Source: an optimization exercise on an open RTL-to-GDS flow (aim: small area, a short achievable clock period and few clock cycles). Production flows keep margins and buffers that such runs may drop.
At most, simulation tests tie the RTL to the original design; equivalence was not proved.
Function not checked in run 1: the RTL went through the layout flow alone.
Power is estimated from default activity; no workload was simulated.

## flow/run.sh

```bash
#!/bin/bash
# synth_recipe.tcl (not shown) runs the flow's synth.tcl, then flattens the netlist and writes it again
# the make line also repeats each setting of config.mk as NAME=value (left out here)
make -C /OpenROAD-flow-scripts/flow DESIGN_CONFIG=/design/flow/config.mk WORK_HOME=/design/flow/orfs CLKGATE_MAP_FILE= SYNTH_SCRIPT=/design/flow/synth_recipe.tcl finish
```

## flow/config.mk

```make
export PLATFORM = sky130hd
export DESIGN_NAME = rv_core
export DESIGN_NICKNAME = rv_core
export VERILOG_FILES = /design/flow/design.v
export SDC_FILE = /design/flow/constraint.sdc
export NUM_CORES = 4
export LEC_CHECK = 0
export ABC_CLOCK_PERIOD_IN_PS = 4000
export CAP_MARGIN = 20
export CORE_MARGIN = 2
export CORE_UTILIZATION = 40
export SETUP_SLACK_MARGIN = 2.0
export SLEW_MARGIN = 20
```

## flow/constraint.sdc

```tcl
create_clock -name core_clock -period 6.8 [get_ports {clk}]
set_input_delay 1.3600 -clock core_clock [delete_from_list [all_inputs] [get_ports {clk}]]
set_output_delay 1.3600 -clock core_clock [all_outputs]
set_load 0.01 [all_outputs]
```

## flow/design.v

```verilog
`timescale 1ns/1ps
module rv_core (
    input  logic        clk,
    input  logic        rst_n,
    input  logic        psel,
    input  logic        penable,
    input  logic        pwrite,
    input  logic [11:0] paddr,
    input  logic [31:0] pwdata,
    output logic        pready,
    output logic        pslverr,
    output logic [63:0] prdata
);
    logic setup;
    logic access;
    logic is_instr;
    logic is_hart;
    logic is_reg;
    logic bad;
    logic pready_q;
    logic pslverr_q;
    assign setup    = psel && !penable;
    assign access   = psel && penable;
    assign is_instr = paddr == 12'h000;
    assign is_hart  = paddr == 12'h004;
    assign is_reg   = (paddr[11:8] == 4'h1) && (paddr[2:0] == 3'b000);
    assign bad      = pwrite ? !is_instr : !(is_hart || is_reg);
    always_ff @(posedge clk) begin
        if (!rst_n) begin
            pready_q <= 1'b0;
        end else begin
            pready_q <= setup;
        end
        pslverr_q <= bad;
    end
    logic [6:0]  opc;
    logic [2:0]  f3;
    logic [6:0]  f7;
    logic [4:0]  rd;
    logic        op_imm;
    logic        op_r;
    logic        lui;
    logic        alu_op;
    logic        alt;
    logic        inv;
    logic        wr_ok;
    logic        wr_done;
    logic [63:0] imm;
    assign opc    = pwdata[6:0];
    assign rd     = pwdata[11:7];
    assign f3     = pwdata[14:12];
    assign f7     = pwdata[31:25];
    assign op_imm = opc == 7'b0010011;
    assign op_r   = opc == 7'b0110011;
    assign lui    = opc == 7'b0110111;
    assign alu_op = op_imm || op_r;
    assign alt    = op_r ? f7[5] : ((f3 == 3'b101) && f7[5]);
    assign inv    = alu_op && ((op_r && (f3 == 3'b000) && alt) || (f3 == 3'b010) || (f3 == 3'b011));
    always_comb begin
        wr_ok = 1'b0;
        if (lui) begin
            wr_ok = 1'b1;
        end else if (op_imm) begin
            if (f3 == 3'b001)      wr_ok = f7[6:1] == 6'b0;
            else if (f3 == 3'b101) wr_ok = {f7[6], f7[4:1]} == 5'b0;
            else                   wr_ok = 1'b1;
        end else if (op_r) begin
            wr_ok = (f7 == 7'b0000000)
                 || ((f7 == 7'b0100000) && ((f3 == 3'b000) || (f3 == 3'b101)));
        end
    end
    assign wr_done = access && pready_q && pwrite && is_instr;
    assign imm = lui ? {{32{pwdata[31]}}, pwdata[31:12], 12'b0}
                     : {{52{pwdata[31]}}, pwdata[31:20]};
    logic [63:0] regs [1:31];
    logic [63:0] rf   [32];
    logic [4:0]  raddr;
    logic [63:0] rdat;
    assign raddr = setup ? (pwrite ? pwdata[19:15] : paddr[7:3]) : pwdata[24:20];
    assign rf[0] = '0;
    for (genvar i = 1; i < 32; i++) begin : g_rf
        assign rf[i] = regs[i];
    end
    assign rdat = rf[raddr];
    logic        p_wr;
    logic [4:0]  p_rd;
    logic        c_inv;
    logic        c_add;
    logic        c_sll;
    logic        c_sr;
    logic        c_sra;
    logic        c_slt;
    logic        c_sltu;
    logic        c_lgc;
    logic [3:0]  c_tt;
    logic [3:0]  s_sel0;
    logic [3:0]  s_sel1;
    logic [3:0]  s_selr;
    logic [3:0]  s_sell;
    logic [63:0] opa;
    logic [63:0] opb;
    logic [63:0] y;
    logic        q_wr;
    logic [4:0]  q_rd;
    logic [63:0] y_q;
    logic [31:1] q_we;
    logic [31:1] q_wen;
    logic [4:0]  sa;
    logic        fwd_p;
    logic        fwd_q_s;
    logic        fwd_q_a;
    logic        sll_now;
    logic [63:0] b_src;
    logic [63:0] b_val;
    logic [5:0]  shamt;
    function automatic logic [63:0] rev64(input logic [63:0] v);
        for (int k = 0; k < 64; k++) rev64[k] = v[63-k];
    endfunction
    function automatic logic [3:0] dec2(input logic [1:0] v);
        dec2 = 4'b0001 << v;
    endfunction
    assign sa      = pwrite ? pwdata[19:15] : paddr[7:3];
    assign fwd_p   = p_wr && (p_rd == sa);
    assign fwd_q_s = q_wr && (q_rd == sa);
    assign fwd_q_a = q_wr && (q_rd == pwdata[24:20]);
    assign sll_now = access && pwrite && alu_op && (f3 == 3'b001);
    assign b_src = fwd_q_a ? y_q : rdat;
    assign b_val = op_r ? b_src : imm;
    assign shamt = b_val[5:0];
    always_ff @(posedge clk) begin
        if (!rst_n) begin
            p_wr <= 1'b0;
            q_wr <= 1'b0;
        end else begin
            p_wr <= wr_done && wr_ok && (rd != 5'd0);
            q_wr <= p_wr;
        end
        p_rd   <= rd;
        c_inv  <= inv;
        c_add  <= alu_op && (f3 == 3'b000);
        c_sll  <= alu_op && (f3 == 3'b001);
        c_sr   <= alu_op && (f3 == 3'b101);
        c_sra  <= alu_op && (f3 == 3'b101) && alt;
        c_slt  <= alu_op && (f3 == 3'b010);
        c_sltu <= alu_op && (f3 == 3'b011);
        c_lgc  <= lui || (alu_op && f3[2] && (f3 != 3'b101));
        c_tt   <= lui ? 4'b1010
                : (f3 == 3'b100) ? 4'b0110
                : (f3 == 3'b110) ? 4'b1110
                : 4'b1000;
        s_sel0 <= dec2(shamt[1:0]);
        s_sel1 <= dec2(shamt[3:2]);
        s_selr <= dec2(shamt[5:4]) & {4{alu_op && (f3 == 3'b101)}};
        s_sell <= dec2(shamt[5:4]) & {4{alu_op && (f3 == 3'b001)}};
        opb    <= b_val ^ {64{inv}};
        if (setup) begin
            opa <= is_hart ? 64'd5 : (fwd_p ? y : (fwd_q_s ? y_q : rdat));
        end else if (sll_now) begin
            opa <= rev64(opa);
        end
        q_rd <= p_rd;
        y_q  <= y;
        for (int i = 1; i < 32; i++) begin
            q_we[i]  <= p_wr && (p_rd == 5'(i));
        end
    end
    always_comb begin
        for (int i = 1; i < 32; i++) begin
            q_wen[i] = !(q_wr && (q_rd == 5'(i)));
        end
    end
    logic [65:0]  sum_x;
    logic [63:0]  sum;
    logic         cout;
    logic         lt_s;
    logic         lt_u;
    logic         fill;
    logic [63:0]  t2;
    logic [63:0]  shr;
    logic [63:0]  shl;
    logic [63:0]  lg;
    assign sum_x = {1'b0, opa, 1'b1} + {1'b0, opb, c_inv};
    assign sum   = sum_x[64:1];
    assign cout  = sum_x[65];
    assign lt_u  = !cout;
    assign lt_s  = (opa[63] == opb[63]) ? opa[63] : sum[63];
    assign fill = c_sra && opa[63];
    always_comb begin
        logic [66:0] x;
        logic [63:0] t1x;
        logic [111:0] t2x;
        x = {{3{fill}}, opa};
        for (int i = 0; i < 64; i++) begin
            t1x[i] = (s_sel0[0] && x[i]) || (s_sel0[1] && x[i+1])
                  || (s_sel0[2] && x[i+2]) || (s_sel0[3] && x[i+3]);
        end
        t2x = {{48{fill}}, t1x};
        for (int i = 0; i < 64; i++) begin
            t2[i] = (s_sel1[0] && t2x[i]) || (s_sel1[1] && t2x[i+4])
                 || (s_sel1[2] && t2x[i+8]) || (s_sel1[3] && t2x[i+12]);
        end
    end
    always_comb begin
        logic [111:0] t3x;
        t3x = {{48{fill}}, t2};
        for (int i = 0; i < 64; i++) begin
            shr[i] = (s_selr[0] && t3x[i]) || (s_selr[1] && t3x[i+16])
                  || (s_selr[2] && t3x[i+32]) || (s_selr[3] && t3x[i+48]);
            shl[63-i] = (s_sell[0] && t3x[i]) || (s_sell[1] && t3x[i+16])
                     || (s_sell[2] && t3x[i+32]) || (s_sell[3] && t3x[i+48]);
        end
    end
    always_comb begin
        for (int i = 0; i < 64; i++) begin
            lg[i] = c_lgc && c_tt[{opa[i], opb[i]}];
        end
    end
    assign y = ({64{c_add}} & sum)
             | shr
             | shl
             | lg
             | {63'b0, (c_slt && lt_s) || (c_sltu && lt_u)};
    always_ff @(posedge clk) begin
        for (int i = 1; i < 32; i++) begin
            regs[i] <= (regs[i] | {64{q_we[i]}}) & (y_q | {64{q_wen[i]}});
        end
    end
    assign pready  = pready_q;
    assign pslverr = pslverr_q;
    assign prdata  = opa;
endmodule
```

==> results of run 1 <==
==> worst max-delay path, cell delays in order <==
cell,delay [ns]
clkdlybuf4s50_1,0.61
inv_1,0.42
mux2i_4,0.18
buf_4,0.20
buf_4,0.16
nand3_4,0.18
nor2_4,0.19
buf_4,0.28
a222oi_1,0.57
nand4_1,0.29
or4_4,0.61
a222oi_1,0.34
o21ai_1,0.13
==> flip-flops by register name, summed over array words and instances, names as in the netlist, 3 cells and up <==
signal and flops:
p_rd 5, y_q 64, s_sel0 4, s_selr 4, s_sel1 4, opa 64
q_we 31, q_rd 5, regs 1984, opb 64, c_tt 3, s_sell 4
==> per-stage QoR <==
stage	power [mW]	cell area [sq um]	utilization (%)
6_report	29.0	110000	46.3
5_1_grt	29.4	110000	46.3
4_1_cts	28.7	109000	46.0
3_5_place_dp	15.7	101000	42.4
3_3_place_gp	15.7	100000	42.4
2_1_floorplan	14.6	95200	-
==> cell families after synthesis <==
| group | synth area share [%] |
|---|---|
| buffers and inverters | 5.00 |
| AND/OR/NAND/NOR | 11.3 |
| multiplexers | 1.50 |
| flip-flops | 47.9 |
| AO/OA/AOI/OAI | 32.8 |
| XOR/XNOR | 0.635 |
| adder cells (fa/ha/maj) | 0.862 |
==> report_power, final <==
group	total (mW)	internal, mW	switching [mW]
logic	2.30	0.573	1.72
registers	13.4	13.3	0.108
clock network	13.3	7.58	5.73
total	29.0	21.4	7.56
==> repair_timing <==
item | 4_1_cts | 5_1_grt
buffers inserted | 41 | 29
setup endpoints to repair | 153 | 108
pin swaps | 15 | 20
resized for setup | 91 | 74
cloned | 3 | 1
==> routing by layer <==
metal | GRT usage (%) | vias to the layer above | part of all wire (%) | routed length (um)
li1 | - | 37300 | - | -
met1 | 51.3 | 48300 | 34 | 194000
met5 | 0 | - | 0.036 | 206
met2 | 65.9 | 8659 | 42 | 239000
met4 | 40.1 | 24 | 11 | 60900
met3 | 14.9 | 2645 | 13 | 74100
==> cell usage in the layout, fill, tap and decap left out, types with 42 or more instances in the layout <==
| cell | count |
|---|---|
| nand3_1 | 309 |
| a22oi_1 | 843 |
| o22a_1 | 1984 |
| a31oi_1 | 43 |
| inv_1 | 47 |
| nor2_1 | 206 |
| ha_1 | 64 |
| mux2_2 | 66 |
| clkdlybuf4s50_1 | 110 |
| o21ai_0 | 169 |
| a221oi_1 | 54 |
| clkbuf_8 | 55 |
| nand4_1 | 174 |
| edfxtp_1 | 64 |
| dfxtp_1 | 2129 |
| mux2i_1 | 42 |
| and3_1 | 474 |
| a221o_1 | 42 |
| a222oi_1 | 110 |
| clkbuf_16 | 233 |
| a2111oi_0 | 98 |
| a21oi_1 | 148 |
| buf_12 | 47 |
| nand2_1 | 520 |
| buf_4 | 489 |
| nor3_1 | 126 |
==> synthesized netlist by cell type, types with 10 or more instances <==
| cell | count | area (sq um) |
|---|---|---|
| and3_1 | 475 | 2970 |
| o22a_1 | 1984 | 17400 |
| o21bai_1 | 28 | 210 |
| nor2_1 | 237 | 890 |
| buf_2 | 32 | 160 |
| and2_1 | 12 | 75.1 |
| edfxtp_1 | 64 | 1920 |
| o21ai_0 | 174 | 871 |
| a22oi_1 | 843 | 6330 |
| dfxtp_1 | 2182 | 43700 |
| a2111oi_0 | 155 | 1360 |
| a21o_1 | 38 | 285 |
| mux2_2 | 67 | 754 |
| inv_1 | 47 | 176 |
| nand2b_1 | 34 | 213 |
| nand3_1 | 311 | 1560 |
| a221o_1 | 42 | 420 |
| buf_6 | 12 | 135 |
| or3_1 | 10 | 62.6 |
| a222oi_1 | 110 | 1100 |
| or4_1 | 62 | 465 |
| clkbuf_1 | 991 | 3720 |
| xor2_1 | 32 | 280 |
| a211o_1 | 12 | 105 |
| a211oi_1 | 11 | 82.6 |
| o31ai_1 | 15 | 113 |
| buf_1 | 141 | 529 |
| a21oi_1 | 152 | 761 |
| o21a_1 | 16 | 120 |
| xnor2_1 | 37 | 324 |
| a311oi_1 | 25 | 219 |
| mux2i_1 | 42 | 420 |
| nor3_1 | 142 | 711 |
| a31oi_1 | 44 | 275 |
| ha_1 | 64 | 801 |
| nand2_1 | 553 | 2080 |
| o211ai_1 | 32 | 240 |
| a221oi_1 | 55 | 482 |
| nand4_1 | 174 | 1090 |
| a22o_1 | 19 | 166 |
| nor2b_1 | 16 | 100 |
| nor4_1 | 21 | 131 |
==> layout make-up <==
class | count | area (sq um)
multi-input cells | 6194 | 46000
well taps | 3167 | 3960
diodes | 35 | 87.6
flip-flops and latches | 2246 | 45700
inverters | 48 | 183
clock buffers | 328 | 6740
repair buffers | 664 | 5940
fillers | 22100 | 127000
clock inverters | 94 | 1140
==> how the worst max path moves through the flow <==
stage	slack [ns]	depth (start not counted)	end
final	1.87	13	opa[45]$_DFFE_PP_
after global routing	2.01	13	opa[45]$_DFFE_PP_
after detailed placement	0.25	12	opa[54]$_DFFE_PP_
after CTS	1.94	14	opa[45]$_DFFE_PP_
after global placement	0.23	12	opa[56]$_DFFE_PP_
after floorplan	2.44	5	opa[0]$_DFFE_PP_
==> results.py, run 1 <==
metrics = {
    "timing": {
        "hold_viol": 0,
        "timing.final.ws_setup_ns": 1.87,
        "fin_setup_tns_ns": 0,
        "tightest_slew_ns": 1.32,
        "setup_viol": 0,
        "slew_headroom_pct": 12.1,
        "finalCritPeriodShare_pct": 72.4,
        "fin_skew_ns": 0.0679,
        "fin_crit_ns": 4.93,
        "hold_ws_ns": 0.447,
        "rsz0062_at_grt": "false",
        "maxSlewViolCount": 0,
        "fmax_mhz": 203,
    },
    "worst_hold_path": {
        "min_from": "p_rd[1]$_DFF_P_",
        "whs_path_depth": 0,
        "hold_path.class": "register to register",
        "min_to": "q_rd[1]$_DFF_P_",
    },
    "job": {
        "drv_cap": 0,
    },
    "worst_setup_path": {
        "critPathMaxFanout": 8,
        "r2r-end": "opa[34]$_DFFE_PP_",
        "critPathKind": "input pin to register",
        "r2r_setup_slack_ns": 1.89,
        "critPathLaunch": "pwdata[24]",
        "start_kind": "input pin",
        "crit_arrival_ns": 5.56,
        "crit_required_ns": 7.44,
        "r2r_cells": 10,
        "critPathCaptureType": "register",
        "r2r-start": "opa[7]$_DFFE_PP_",
    },
    "place": {
        "place_congestion": 1.05,
        "dp_slack_ns": 0.247,
        "dpl.cell_count": 12200,
        "portBuffers": 114,
        "hpwl_mm": 346,
    },
    "clocking": {
        "clockBufferDepth": 3,
        "cts_sinks": 2246,
        "h-tree-depth": 4,
        "clk_latency_ns": 0.93,
        "cts_tree": "built",
        "cts_buffers": 226,
        "hold_buffers": 0,
        "clock-root-buffer": "clkbuf_16",
        "clk_pin_slew_ns": 0.07,
    },
    "detailed_routing": {
        "vias_per_cell": 7.59,
        "detail_route.iter0.violations": 16500,
        "first_pass_iters": 10,
        "routed_wl_mm": 568,
        "routedWlPerCell_um": 44.5,
        "dr_total_vias": 96900,
        "drc": 0,
        "ant_nets": 0,
    },
    "power_and_ir_drop": {
        "power_density_nw_per_um2": 264,
        "ir_drop_mv": 0.240,
        "leakage_nw": 42.6,
    },
    "synthesis": {
        "synth_cells": 9663,
        "async_reset_ff_share_pct": 0,
        "syn_area_sq_um": 95200,
        "ys_seq_area_share_pct": 47.9,
        "yosys.cell_types.count": 87,
        "synth_nets": 9777,
        "avgSynthCellArea_sq_um": 9.85,
        "ys_seq_elements": 2246,
        "ys_warn_count": 3,
        "synth_edf_count": 64,
        "synth_ff_type": "dfxtp_1",
    },
    "floorplan": {
        "die_w_um": 492,
        "dieHeight_um": 492,
        "fp.coreArea_sq_um": 237000,
        "dieArea_sq_um": 242000,
        "start_util_pct": 40.1,
        "fp-row-count": 179,
        "pin_count": 115,
    },
    "final_layout": {
        "fin_nets": 9494,
        "area_delta_synth_final_pct": 15.4,
        "drive_gt1_share_pct": 13.2,
        "layout.cells.non_filler": 12800,
    },
    "global_routing": {
        "grt_usage_pct": 44.7,
        "first_global_vias": 89100,
        "grt_max_degree": 112,
        "grt_overflow": 0,
        "antenna_found_initial": 52,
        "grt_pass1_wl_mm": 757,
    },
    "run_status": {
        "status": "finished clean",
    },
}
==> run 2, diff against run 1 <==
--- a/flow/design.v
+++ b/flow/design.v
@@ -13,6 +13,8 @@
 );
     logic setup;
     logic access;
+    logic first;
+    logic wait_q;
     logic is_instr;
     logic is_hart;
     logic is_reg;
@@ -21,6 +23,7 @@
     logic pslverr_q;
     assign setup    = psel && !penable;
     assign access   = psel && penable;
+    assign first    = psel && (!penable || !pready_q);
     assign is_instr = paddr == 12'h000;
     assign is_hart  = paddr == 12'h004;
     assign is_reg   = (paddr[11:8] == 4'h1) && (paddr[2:0] == 3'b000);
@@ -29,7 +32,7 @@
         if (!rst_n) begin
             pready_q <= 1'b0;
         end else begin
-            pready_q <= setup;
+            pready_q <= first && !wait_q;
         end
         pslverr_q <= bad;
     end
@@ -73,15 +76,18 @@
     assign imm = lui ? {{32{pwdata[31]}}, pwdata[31:12], 12'b0}
                      : {{52{pwdata[31]}}, pwdata[31:20]};
     logic [63:0] regs [1:31];
-    logic [63:0] rf   [32];
-    logic [4:0]  raddr;
+    logic [4:0]  sa;
+    logic [31:0] sel;
+    logic [31:0] rs2_oh;
     logic [63:0] rdat;
-    assign raddr = setup ? (pwrite ? pwdata[19:15] : paddr[7:3]) : pwdata[24:20];
-    assign rf[0] = '0;
-    for (genvar i = 1; i < 32; i++) begin : g_rf
-        assign rf[i] = regs[i];
-    end
-    assign rdat = rf[raddr];
+    assign sa  = pwrite ? pwdata[19:15] : paddr[7:3];
+    assign sel = first ? (32'd1 << sa) : rs2_oh;
+    always_comb begin
+        rdat = '0;
+        for (int i = 1; i < 32; i++) begin
+            rdat = rdat | ({64{sel[i]}} & regs[i]);
+        end
+    end
     logic        p_wr;
     logic [4:0]  p_rd;
     logic        c_inv;
@@ -105,11 +111,12 @@
     logic [63:0] y_q;
     logic [31:1] q_we;
     logic [31:1] q_wen;
-    logic [4:0]  sa;
     logic        fwd_p;
     logic        fwd_q_s;
     logic        fwd_q_a;
     logic        sll_now;
+    logic        fa;
+    logic [63:0] a_fix;
     logic [63:0] b_src;
     logic [63:0] b_val;
     logic [5:0]  shamt;
@@ -119,11 +126,11 @@
     function automatic logic [3:0] dec2(input logic [1:0] v);
         dec2 = 4'b0001 << v;
     endfunction
-    assign sa      = pwrite ? pwdata[19:15] : paddr[7:3];
     assign fwd_p   = p_wr && (p_rd == sa);
     assign fwd_q_s = q_wr && (q_rd == sa);
-    assign fwd_q_a = q_wr && (q_rd == pwdata[24:20]);
-    assign sll_now = access && pwrite && alu_op && (f3 == 3'b001);
+    assign wait_q  = setup && fwd_q_s;
+    assign sll_now = access && pready_q && pwrite && alu_op && (f3 == 3'b001);
+    assign a_fix = fa ? y_q : opa;
     assign b_src = fwd_q_a ? y_q : rdat;
     assign b_val = op_r ? b_src : imm;
     assign shamt = b_val[5:0];
@@ -153,10 +160,13 @@
         s_selr <= dec2(shamt[5:4]) & {4{alu_op && (f3 == 3'b101)}};
         s_sell <= dec2(shamt[5:4]) & {4{alu_op && (f3 == 3'b001)}};
         opb    <= b_val ^ {64{inv}};
-        if (setup) begin
-            opa <= is_hart ? 64'd5 : (fwd_p ? y : (fwd_q_s ? y_q : rdat));
-        end else if (sll_now) begin
-            opa <= rev64(opa);
+        fa     <= first && fwd_p;
+        rs2_oh  <= 32'd1 << pwdata[24:20];
+        fwd_q_a <= p_wr && (p_rd == pwdata[24:20]);
+        if (first) begin
+            opa <= rdat | {61'b0, is_hart, 1'b0, is_hart};
+        end else if (access && pready_q && pwrite) begin
+            opa <= sll_now ? rev64(a_fix) : a_fix;
         end
         q_rd <= p_rd;
         y_q  <= y;
@@ -227,5 +237,5 @@
     end
     assign pready  = pready_q;
     assign pslverr = pslverr_q;
-    assign prdata  = opa;
+    assign prdata  = a_fix;
 endmodule
==> flow/config.mk (replaced) <==
export PLATFORM = sky130hd
export DESIGN_NAME = rv_core
export DESIGN_NICKNAME = rv_core
export VERILOG_FILES = /design/flow/design.v
export SDC_FILE = /design/flow/constraint.sdc
export NUM_CORES = 4
export LEC_CHECK = 0
export ABC_CLOCK_PERIOD_IN_PS = 3500
export CAP_MARGIN = 20
export CORE_MARGIN = 2
export CORE_UTILIZATION = 55
export CTS_BUF_LIST = sky130_fd_sc_hd__clkbuf_16
export CTS_CLUSTER_DIAMETER = 120
export CTS_CLUSTER_SIZE = 24
export SETUP_SLACK_MARGIN = 3.3
export SLEW_MARGIN = 20
==> results.py, run 2 <==
metrics = {
    "run_status": {
        "status": "finished clean",
    },
    "global_routing": {
        "antenna_found_initial": 50,
        "busiest_layer": "met2",
        "grt_max_degree": 71,
        "grt.met1_usage_pct": 65.1,
        "grt_usage_pct": 57.5,
        "grt.met3_usage_pct": 28.2,
        "grt_overflow": 0,
        "met2_usage_pct": 78.3,
        "first_global_vias": 87000,
        "grt_pass1_wl_mm": 704,
    },
    "final_layout": {
        "fin_nets": 9173,
        "num-fill-cells": 13600,
        "top_register": "regs",
        "register_area_sq_um": 46500,
        "final_common_cell": "dfxtp_1",
        "multi_input_area_sq_um": 46500,
        "drive_gt1_share_pct": 18.3,
        "layout.cells.non_filler": 11300,
        "area_delta_synth_final_pct": 15.6,
        "final_cell_mix": "dfxtp_1 (2154), o22a_1 (1984), a22oi_1 (817)",
        "largest_register_ffs": 1984,
        "final_cell_area_sq_um": 109000,
    },
    "synthesis": {
        "ys_top_cells_by_area": "dfxtp_1 (47%), o22a_1 (18%), a22oi_1 (6.7%), clkbuf_1 (3.4%), nand2_1 (2.2%)",
        "ys_seq_area_share_pct": 49.1,
        "synth_nets": 9257,
        "avgSynthCellArea_sq_um": 10.3,
        "async_reset_ff_share_pct": 0,
        "synth.cells.most_frequent": "dfxtp_1 (2215), o22a_1 (1984), clkbuf_1 (850)",
        "synth_ff_type": "dfxtp_1",
        "synth_top_area_cell": "dfxtp_1",
        "yosys.cell_types.count": 103,
        "synth_edf_count": 64,
        "ys_warn_count": 2,
        "synth.most_common_cell": "dfxtp_1",
        "ys_seq_elements": 2279,
        "synth_top_area_share_pct": 47.1,
        "syn_area_sq_um": 94200,
        "synth_cells": 9143,
    },
    "job": {
        "drv_cap": 0,
    },
    "place": {
        "hpwl_mm": 297,
        "place_congestion": 1.15,
        "placed_cell_area_sq_um": 97500,
        "dpl.cell_count": 10700,
        "portBuffers": 114,
    },
    "worst_setup_path": {
        "critPathSlowestCell": "o311ai_1",
        "crit_required_ns": 7.58,
        "cpPeakStageDelay_ns": 0.57,
        "crit_arrival_ns": 4.58,
        "critPathKind": "input pin to register",
        "start_kind": "input pin",
        "path_cells": "buf_12, a21bo_4, buf_6, a21oi_4, a32o_4, buf_4, buf_4, a222oi_1, and3_1, nand4_1, o311ai_1, a21oi_1, a31oi_1",
        "critPathMaxFanout": 7,
        "critPathCaptureType": "register",
        "r2r_cells": 12,
        "cpMostUsedCell": "buf_4",
    },
    "detailed_routing": {
        "first_pass_iters": 13,
        "routed_wl_mm": 534,
        "routedWlPerCell_um": 47.1,
        "vias_per_cell": 8.51,
        "ant_nets": 0,
        "drc": 0,
        "dr_total_vias": 96600,
        "detail_route.iter0.violations": 22000,
    },
    "timing": {
        "setup_viol": 0,
        "finalCritPeriodShare_pct": 55.9,
        "tightest_slew_ns": 1.34,
        "fin_skew_ns": 0.0646,
        "hold_viol": 0,
        "fmax_mhz": 263,
        "slew_headroom_pct": 10.4,
        "fin_setup_tns_ns": 0,
        "rsz0062_at_grt": "true",
        "fin_crit_ns": 3.80,
        "maxSlewViolCount": 0,
    },
    "clocking": {
        "clk_pin_slew_ns": 0.10,
        "hold_buffers": 0,
        "cts_sinks": 2279,
        "clockBufferDepth": 3,
        "cts_buffers": 108,
        "h-tree-depth": 3,
        "cts_tree": "built",
        "clock-root-buffer": "clkbuf_16",
        "clk_latency_ns": 0.90,
    },
    "floorplan": {
        "start_util_pct": 55.5,
        "dieArea_sq_um": 175000,
        "dieHeight_um": 418,
        "die_w_um": 418,
        "fp-row-count": 151,
        "fp.coreArea_sq_um": 170000,
        "pin_count": 115,
    },
    "power_and_ir_drop": {
        "ir_drop_mv": 0.256,
        "power_mw": 24.2,
        "leakage_nw": 40.5,
        "power_density_nw_per_um2": 222,
    },
    "worst_hold_path": {
        "hold_path.class": "register to register",
        "whs_path_depth": 1,
    },
}
[run 2: cell types whose count changed in the layout (fill, tap and decap cells not counted), moves of 75 or more]
cell / previous run / this run
a2111oi_0: 98 / 2
a222oi_1: 110 / 194
and3_1: 474 / 27
buf_6: 8 / 142
clkbuf_16: 233 / 122
clkdlybuf4s50_1: 110 / 35
nand3_1: 309 / 119
nor3_1: 126 / 51
[run 2: final cells by class]
type                    count  area share (%)
diodes                     43          0.0988
clock buffers             109            2.51
clock inverters            29           0.255
inverters                  39           0.134
multi-input cells        5722            42.7
flip-flops and latches   2279            42.7
well taps                2218            2.55
repair buffers            909            9.06
[run 2: path summary, 6_finish.rpt]
kind | start | end | slack, ns
setup reg to reg | pready_q$_SDFF_PN0_ | opb[19]$_DFF_P_ | 3.08
hold / removal | regs[24][63]$_DFF_P_ | regs[24][63]$_DFF_P_ | 0.48
setup / recovery | psel | opb[19]$_DFF_P_ | 3.00
hold reg to reg | regs[24][63]$_DFF_P_ | regs[24][63]$_DFF_P_ | 0.48
[run 2: routing by layer]
metal / vias to the layer above / routed length [um]
met1: 46700 / 171000
met3: 3652 / 92600
met5: - / 405
met4: 38 / 63300
met2: 10400 / 207000
li1: 35800 / -
[run 2: repair_timing]
action,CTS,global route
pin swaps,128,209
cloned,27,17
endpoints found under the setup margin,255,218
buffers inserted,271,161
resized for setup,664,368
[run 2: critical path, delay by kind of cell]
| family | cells | cell delay, ns |
|---|---|---|
| simple gates | 2 | 0.65 |
| buf+inv | 4 | 0.64 |
| compound gates | 7 | 1.92 |
[run 2: cell families after synthesis]
family / share of synthesized area, %
muxes: 2.61
xor gates and xnor gates: 0.948
DFF: 49.1
and+or+nand+nor: 7.35
buffers and inverters: 4.90
AOI/OAI and AO/OA: 34.2
adders and majority gates: 0.871
[run 2: stage by stage]
stage	hold slack (ns)	utilization, %	setup WS, ns
finish	0.484	64.2	3.00
global route	0.498	64.1	3.06
CTS	0.483	62.3	3.00
detailed placement	0.461	57.4	0.715
global placement	0.454	57.4	0.676
floorplan	0.329	-	3.16
[run 2: where the power goes]
group	leakage, nW	internal (mW)	switching [mW]
combinational	20.4	0.950	2.00
sequential	18.6	13.5	0.194
clock	1.52	2.94	4.63
total	40.5	17.4	6.83
Testbench counts of run 2, summed over its fixed seeds: cycles 13,464.
==> run 3, diff against run 2 <==
--- a/flow/config.mk
+++ b/flow/config.mk
@@ -14,3 +14,4 @@
 export CTS_CLUSTER_SIZE = 24
 export SETUP_SLACK_MARGIN = 3.3
 export SLEW_MARGIN = 20
+export TNS_END_PERCENT = 20
==> results.py, run 3 <==
metrics = {
    "floorplan": {
        "fp-row-count": 151,
        "pin_count": 115,
        "die_w_um": 418,
        "fp.coreArea_sq_um": 170000,
        "dieHeight_um": 418,
        "dieArea_sq_um": 175000,
        "start_util_pct": 55.5,
    },
    "final_layout": {
        "final_common_cell": "dfxtp_1",
        "top_register": "regs",
        "num-fill-cells": 13800,
        "fin_nets": 9132,
        "layout.cells.non_filler": 11300,
        "area_delta_synth_final_pct": 13.9,
        "register_area_sq_um": 46500,
        "final_util_pct": 63.2,
        "largest_register_ffs": 1984,
        "multi_input_area_sq_um": 45700,
        "drive_gt1_share_pct": 16.8,
        "final_cell_mix": "dfxtp_1 (2154), o22a_1 (1984), a22oi_1 (829)",
    },
    "synthesis": {
        "ys_top_cells_by_area": "dfxtp_1 (47%), o22a_1 (18%), a22oi_1 (6.7%), clkbuf_1 (3.4%), nand2_1 (2.2%)",
        "synth.cells.most_frequent": "dfxtp_1 (2215), o22a_1 (1984), clkbuf_1 (850)",
        "async_reset_ff_share_pct": 0,
        "synth_nets": 9257,
        "avgSynthCellArea_sq_um": 10.3,
        "synth.most_common_cell": "dfxtp_1",
        "synth_edf_count": 64,
        "ys_seq_elements": 2279,
        "synth_cells": 9143,
        "synth_top_area_share_pct": 47.1,
        "syn_area_sq_um": 94200,
        "synth_ff_type": "dfxtp_1",
        "ys_warn_count": 2,
        "synth_top_area_cell": "dfxtp_1",
        "ys_seq_area_share_pct": 49.1,
        "yosys.cell_types.count": 103,
    },
    "timing": {
        "maxSlewViolCount": 0,
        "fin_setup_tns_ns": 0,
        "rsz0062_at_grt": "true",
        "tightest_slew_ns": 1.28,
        "slew_headroom_pct": 14.5,
        "fmax_mhz": 259,
        "fin_crit_ns": 3.86,
        "finalCritPeriodShare_pct": 56.8,
        "setup_viol": 0,
        "hold_viol": 0,
        "fin_skew_ns": 0.0666,
    },
    "detailed_routing": {
        "ant_nets": 0,
        "routed_wl_mm": 521,
        "routedWlPerCell_um": 46.1,
        "dr_total_vias": 95900,
        "vias_per_cell": 8.48,
        "drc": 0,
        "first_pass_iters": 22,
        "detail_route.iter0.violations": 21500,
    },
    "worst_setup_path": {
        "crit_arrival_ns": 4.60,
        "critPathMaxFanout": 11,
        "start_kind": "input pin",
        "critPathCaptureType": "register",
        "crit_required_ns": 7.54,
        "critPathKind": "input pin to register",
    },
    "clocking": {
        "cts_sinks": 2279,
        "h-tree-depth": 3,
        "clock-root-buffer": "clkbuf_16",
        "cts_tree": "built",
        "clk_pin_slew_ns": 0.11,
        "clk_latency_ns": 0.88,
        "cts_buffers": 107,
        "clockBufferDepth": 3,
    },
    "place": {
        "dpl.cell_count": 10700,
        "place_congestion": 1.10,
        "portBuffers": 114,
        "hpwl_mm": 291,
    },
    "power_and_ir_drop": {
        "ir_drop_mv": 0.250,
        "power_density_nw_per_um2": 222,
        "leakage_nw": 39.7,
    },
    "global_routing": {
        "first_global_vias": 85900,
        "grt_pass1_wl_mm": 696,
        "grt_usage_pct": 56.6,
        "antenna_found_initial": 38,
        "grt_max_degree": 68,
        "grt_overflow": 0,
    },
    "run_status": {
        "status": "finished clean",
    },
    "job": {
        "drv_cap": 0,
    },
    "worst_hold_path": {
        "hold_path.class": "register to register",
    },
}
run 3: cell counts after synthesis:
Identical to the previous run, type by type.
run 3: path summary, 6_finish.rpt:
check / cells after the start / startpoint / slack [ns] / end
setup / recovery: 12 / pwdata[18] / 2.94 / opb[30]$_DFF_P_
hold / removal: 0 / p_rd[1]$_DFF_P_ / 0.48 / q_rd[1]$_DFF_P_
setup reg to reg: 13 / pready_q$_SDFF_PN0_ / 3.08 / opb[18]$_DFF_P_
hold reg to reg: 0 / p_rd[1]$_DFF_P_ / 0.48 / q_rd[1]$_DFF_P_
run 3: logic make-up (layout without fill, tap and decap cells):
| group | after synthesis | after routing | synth area share, % |
|---|---|---|---|
| xor gates and xnor gates | 102 | 102 | 0.948 |
| buffers and inverters | 1155 | 1046 | 4.90 |
| other | 0 | 42 | 0 |
| adders and majority gates | 65 | 65 | 0.871 |
| and+or+nand+nor | 1407 | 1408 | 7.35 |
| AOI/OAI and AO/OA | 3912 | 3922 | 34.2 |
| DFF | 2279 | 2279 | 49.1 |
| muxes | 223 | 223 | 2.61 |
run 3: repair_timing:
action / in CTS / in global routing
cloned: 36 / 8
gates resized for setup: 646 / 175
endpoints found under the setup margin: 243 / 224
hold buffers: 0 / 0
pin swaps: 129 / 96
setup buffers: 302 / 95
run 3: through the flow:
step	hold slack, ns	setup slack, ns	total power, mW	cell area, sq um
global placement	0.452	0.433	16.1	97100
global route	0.493	2.97	24.2	107000
CTS	0.478	3.18	23.4	105000
floorplan	0.329	3.13	15.1	94300
finish	0.479	2.94	23.9	107000
detailed placement	0.458	0.860	16.1	97200
run 3: area by class of cell:
class	instances	share of cell area [%]
flip-flops and latches	2279	43.3
multi-input cells	5720	42.6
repair buffers	871	8.48
well taps	2218	2.59
clock buffers	107	2.50
clock inverters	29	0.268
inverters	39	0.142
diodes	42	0.0980
run 3: power breakdown:
part	internal, mW	switching (mW)	total [mW]
combinational	0.892	1.80	2.70
clock	2.89	4.59	7.48
sequential	13.5	0.216	13.7
run 3: metal layers:
layer	track usage, %	vias to the layer above	wire [um]
li1	-	35700	-
met1	69.0	46800	177000
met2	74.2	10200	195000
met3	29.5	3145	96500
met4	43.6	34	52100
met5	0.945	-	429
run 3: worst max-delay path, cell delays in order:
cell	delay, ns
buf_12	0.12
buf_4	0.16
nor3b_4	0.32
nor2_4	0.09
o31ai_4	0.95
buf_4	0.27
bufbuf_16	0.32
a22oi_1	0.09
nand4_1	0.14
a2111o_1	0.46
mux2i_1	0.24
nor2_1	0.07
==> run 4, diff against run 3 <==
--- a/flow/design.v
+++ b/flow/design.v
@@ -81,7 +81,7 @@
     logic [31:0] rs2_oh;
     logic [63:0] rdat;
     assign sa  = pwrite ? pwdata[19:15] : paddr[7:3];
-    assign sel = first ? (32'd1 << sa) : rs2_oh;
+    assign sel = pready_q ? rs2_oh : (32'd1 << sa);
     always_comb begin
         rdat = '0;
         for (int i = 1; i < 32; i++) begin
--- a/flow/config.mk
+++ b/flow/config.mk
@@ -8,10 +8,9 @@
 export ABC_CLOCK_PERIOD_IN_PS = 3500
 export CAP_MARGIN = 20
 export CORE_MARGIN = 2
-export CORE_UTILIZATION = 55
+export CORE_UTILIZATION = 50
 export CTS_BUF_LIST = sky130_fd_sc_hd__clkbuf_16
 export CTS_CLUSTER_DIAMETER = 120
 export CTS_CLUSTER_SIZE = 24
 export SETUP_SLACK_MARGIN = 3.3
 export SLEW_MARGIN = 20
-export TNS_END_PERCENT = 20
==> results.py, run 4 <==
metrics = {
    "run_status": {
        "status": "finished clean",
    },
    "worst_setup_path": {
        "r2r_setup_slack_ns": 3.03,
        "critPathSlowestCell": "nor4_4",
        "r2r-end": "s_sel1[3]$_SDFF_PN0_",
        "critPathKind": "register to register",
        "path_cells": "buf_8, buf_8, nand2_4, buf_6, nand2_8, buf_12, a22oi_1, nand4_1, nor4_4, buf_4, o21ai_2, a22o_2, and2_1",
        "crit_arrival_ns": 4.52,
        "critPathLaunch": "pready_q$_SDFF_PN0_",
        "r2r-start": "pready_q$_SDFF_PN0_",
        "start_kind": "register",
        "critPathMaxFanout": 14,
        "cp_num_cells": 13,
        "crit_end": "s_sel1[3]$_SDFF_PN0_",
        "critPathCaptureType": "register",
        "critical_path.top_delay_family": "simple AND/OR/NAND/NOR gates",
        "cpMostUsedCell": "buf_8",
        "r2r_cells": 13,
        "crit_required_ns": 7.55,
        "cp_num_buf_inv": 5,
        "cpPeakStageDelay_ns": 0.74,
    },
    "floorplan": {
        "fp-row-count": 160,
        "pin_count": 115,
        "dieHeight_um": 442,
        "die_w_um": 442,
        "dieArea_sq_um": 195000,
        "start_util_pct": 50.4,
        "fp.coreArea_sq_um": 190000,
    },
    "synthesis": {
        "synth_cells": 9366,
        "synth.cells.most_frequent": "dfxtp_1 (2215), o22a_1 (1984), a22oi_1 (866)",
        "syn_area_sq_um": 95800,
        "synth_top_area_cell": "dfxtp_1",
        "synth_edf_count": 64,
        "synth_top_area_share_pct": 46.3,
        "synth.most_common_cell": "dfxtp_1",
        "avgSynthCellArea_sq_um": 10.2,
        "synth_nets": 9480,
        "ys_seq_elements": 2279,
        "ys_warn_count": 2,
        "ys_top_cells_by_area": "dfxtp_1 (46%), o22a_1 (18%), a22oi_1 (6.8%), a21boi_0 (3.6%), clkbuf_1 (3.4%)",
        "ys_seq_area_share_pct": 48.3,
        "yosys.cell_types.count": 91,
        "async_reset_ff_share_pct": 0,
        "synth_ff_type": "dfxtp_1",
    },
    "place": {
        "portBuffers": 114,
        "dpl.cell_count": 11300,
        "dp_slack_ns": -0.0661,
        "hpwl_mm": 344,
        "place_congestion": 1.04,
    },
    "detailed_routing": {
        "vias_per_cell": 8.28,
        "detail_route.iter0.violations": 21300,
        "routed_wl_mm": 590,
        "dr_total_vias": 99700,
        "first_pass_iters": 11,
        "ant_nets": 0,
        "drc": 0,
        "routedWlPerCell_um": 49.0,
    },
    "power_and_ir_drop": {
        "ir_drop_mv": 0.256,
        "power_density_nw_per_um2": 212,
        "leakage_nw": 42.0,
    },
    "clocking": {
        "cts_buffers": 108,
        "clockBufferDepth": 3,
        "cts_tree": "built",
        "clock-root-buffer": "clkbuf_16",
        "h-tree-depth": 3,
        "clk_latency_ns": 0.92,
        "cts_sinks": 2279,
        "clk_pin_slew_ns": 0.10,
    },
    "final_layout": {
        "largest_register_ffs": 1984,
        "top_register": "regs",
        "fin_nets": 9552,
        "final_common_cell": "dfxtp_1",
        "drive_gt1_share_pct": 20.7,
        "layout.cells.non_filler": 12000,
        "area_delta_synth_final_pct": 18.8,
        "final_cell_mix": "dfxtp_1 (2162), o22a_1 (1984), a22oi_1 (838)",
    },
    "global_routing": {
        "antenna_found_initial": 68,
        "busiest_layer": "met2",
        "grt_usage_pct": 57.2,
        "first_global_vias": 89000,
        "grt_pass1_wl_mm": 773,
        "grt_overflow": 0,
        "grt.met3_usage_pct": 28.6,
        "met2_usage_pct": 76.6,
        "grt_max_degree": 65,
        "grt.met1_usage_pct": 67.1,
    },
    "timing": {
        "finalCritPeriodShare_pct": 55.4,
        "fin_crit_ns": 3.77,
        "fin_setup_tns_ns": 0,
        "setup_viol": 0,
        "timing.final.ws_setup_ns": 3.03,
        "hold_viol": 0,
        "tightest_slew_ns": 1.39,
        "fmax_mhz": 265,
        "fin_skew_ns": 0.0870,
        "rsz0062_at_grt": "true",
        "maxSlewViolCount": 0,
        "slew_headroom_pct": 7.60,
    },
    "worst_hold_path": {
        "hold_path.class": "register to register",
    },
    "job": {
        "drv_cap": 0,
    },
}
-- run 4: changes by cell type after synthesis, sizes merged, moves of 31 or more --
| cell | delta |
|---|---|
| a2111oi | +144 |
| a21boi | +454 |
| a221oi | -65 |
| a222oi | -91 |
| a22o | -65 |
| mux2i | -31 |
| nand3 | +131 |
| nand4 | -137 |
| nor3 | -38 |
| o22ai | +31 |
-- run 4: cells by family (layout without fill, tap and decap cells) --
group	after synthesis	in the layout	share of synthesized area [%]
other	0	63	0
muxes	201	201	2.35
buffers and inverters	1160	1252	4.83
xor gates and xnor gates	93	93	0.850
adders and majority gates	65	65	0.857
AOI/OAI and AO/OA	4264	4266	36.2
DFF	2279	2279	48.3
and+or+nand+nor	1304	1316	6.63
-- run 4: through the flow --
step | hold slack [ns] | instance area (sq um) | total power, mW | util, %
6_report | 0.479 | 114000 | 24.1 | 59.8
5_1_grt | 0.484 | 114000 | 24.4 | 59.8
4_1_cts | 0.478 | 110000 | 23.6 | 57.8
3_5_place_dp | 0.456 | 101000 | 16.1 | 52.9
3_3_place_gp | 0.448 | 100000 | 16.1 | 52.8
2_1_floorplan | 0.329 | 96500 | 15.0 | -
-- run 4: timing repair --
item	4_1_cts	5_1_grt
cloned	27	6
hold buffers	0	0
pin swaps	136	215
resized for setup	955	445
buffers inserted	322	171
setup endpoints to repair	248	197
-- run 4: layout make-up --
| cell class | count | area, sq um |
|---|---|---|
| fill | 16100 | 76400 |
| clock buffer | 110 | 2750 |
| sequential | 2279 | 46400 |
| multi-input combinational | 5941 | 49600 |
| antenna | 63 | 158 |
| clock inverter | 34 | 305 |
| inverter | 21 | 82.6 |
| timing repair buffer | 1087 | 11300 |
| tap | 2511 | 3140 |
-- run 4: where the power goes --
part / leakage [nW] / internal [mW] / total [mW] / switching, mW
clock: 1.57 / 2.97 / 7.73 / 4.76
sequential: 18.5 / 13.5 / 13.6 / 0.173
combinational: 21.9 / 0.898 / 2.76 / 1.86
total: 42.0 / 17.3 / 24.1 / 6.80
-- run 4: worst min path at each step --
stage	start	cells after the start	endpoint	slack [ns]
after floorplan	p_rd[2]$_DFF_P_	0	q_rd[2]$_DFF_P_	0.33
after global placement	regs[23][63]$_DFF_P_	1	regs[23][63]$_DFF_P_	0.45
after detailed placement	regs[19][63]$_DFF_P_	1	regs[19][63]$_DFF_P_	0.46
after CTS	regs[19][63]$_DFF_P_	1	regs[19][63]$_DFF_P_	0.48
after global routing	regs[23][63]$_DFF_P_	1	regs[23][63]$_DFF_P_	0.48
final	regs[1][63]$_DFF_P_	1	regs[1][63]$_DFF_P_	0.48
-- run 4: routing by layer --
| layer | part of all wire [%] | vias up |
|---|---|---|
| li1 | - | 36800 |
| met1 | 34 | 48900 |
| met2 | 38 | 10600 |
| met3 | 17 | 3444 |
| met4 | 11 | 44 |
| met5 | 0.11 | - |
Testbench counts of run 4, summed over its fixed seeds: cycles 13,464.

## re-timing with driven ports
In the flow no input, the clock included, has a driving cell. The finished layouts below were timed again as built, in two steps.
Step 1, drivers: a clkbuf_16 drives clk and a buf_2 each remaining input, both assumed.
Step 2, shift: input delay + t, output delay - t, t = (earliest + latest rising clock arrival at the registers) / 2. This alone moves slack from input paths to output paths.
a / b / c = ideal ports / drivers / drivers and shift; a / b = the first two.
run | t, ns | setup slack, ns | worst slew at a driven data input, ns
run 1 | 0.996 | 1.874 / 1.858 / 0.862 | 0.16
run 2 | 0.971 | 3.002 / 2.830 / 1.858 | 0.39
run 3 | 0.939 | 2.940 / 2.712 / 1.773 | 0.45
run 4 | 0.982 | 3.029 / 2.872 / 1.890 | 0.36
After both steps every run listed still meets setup and hold. For run 3, which loses most, drivers alone change the setup slack by -0.228 ns; drivers and shift together by -1.167 ns.
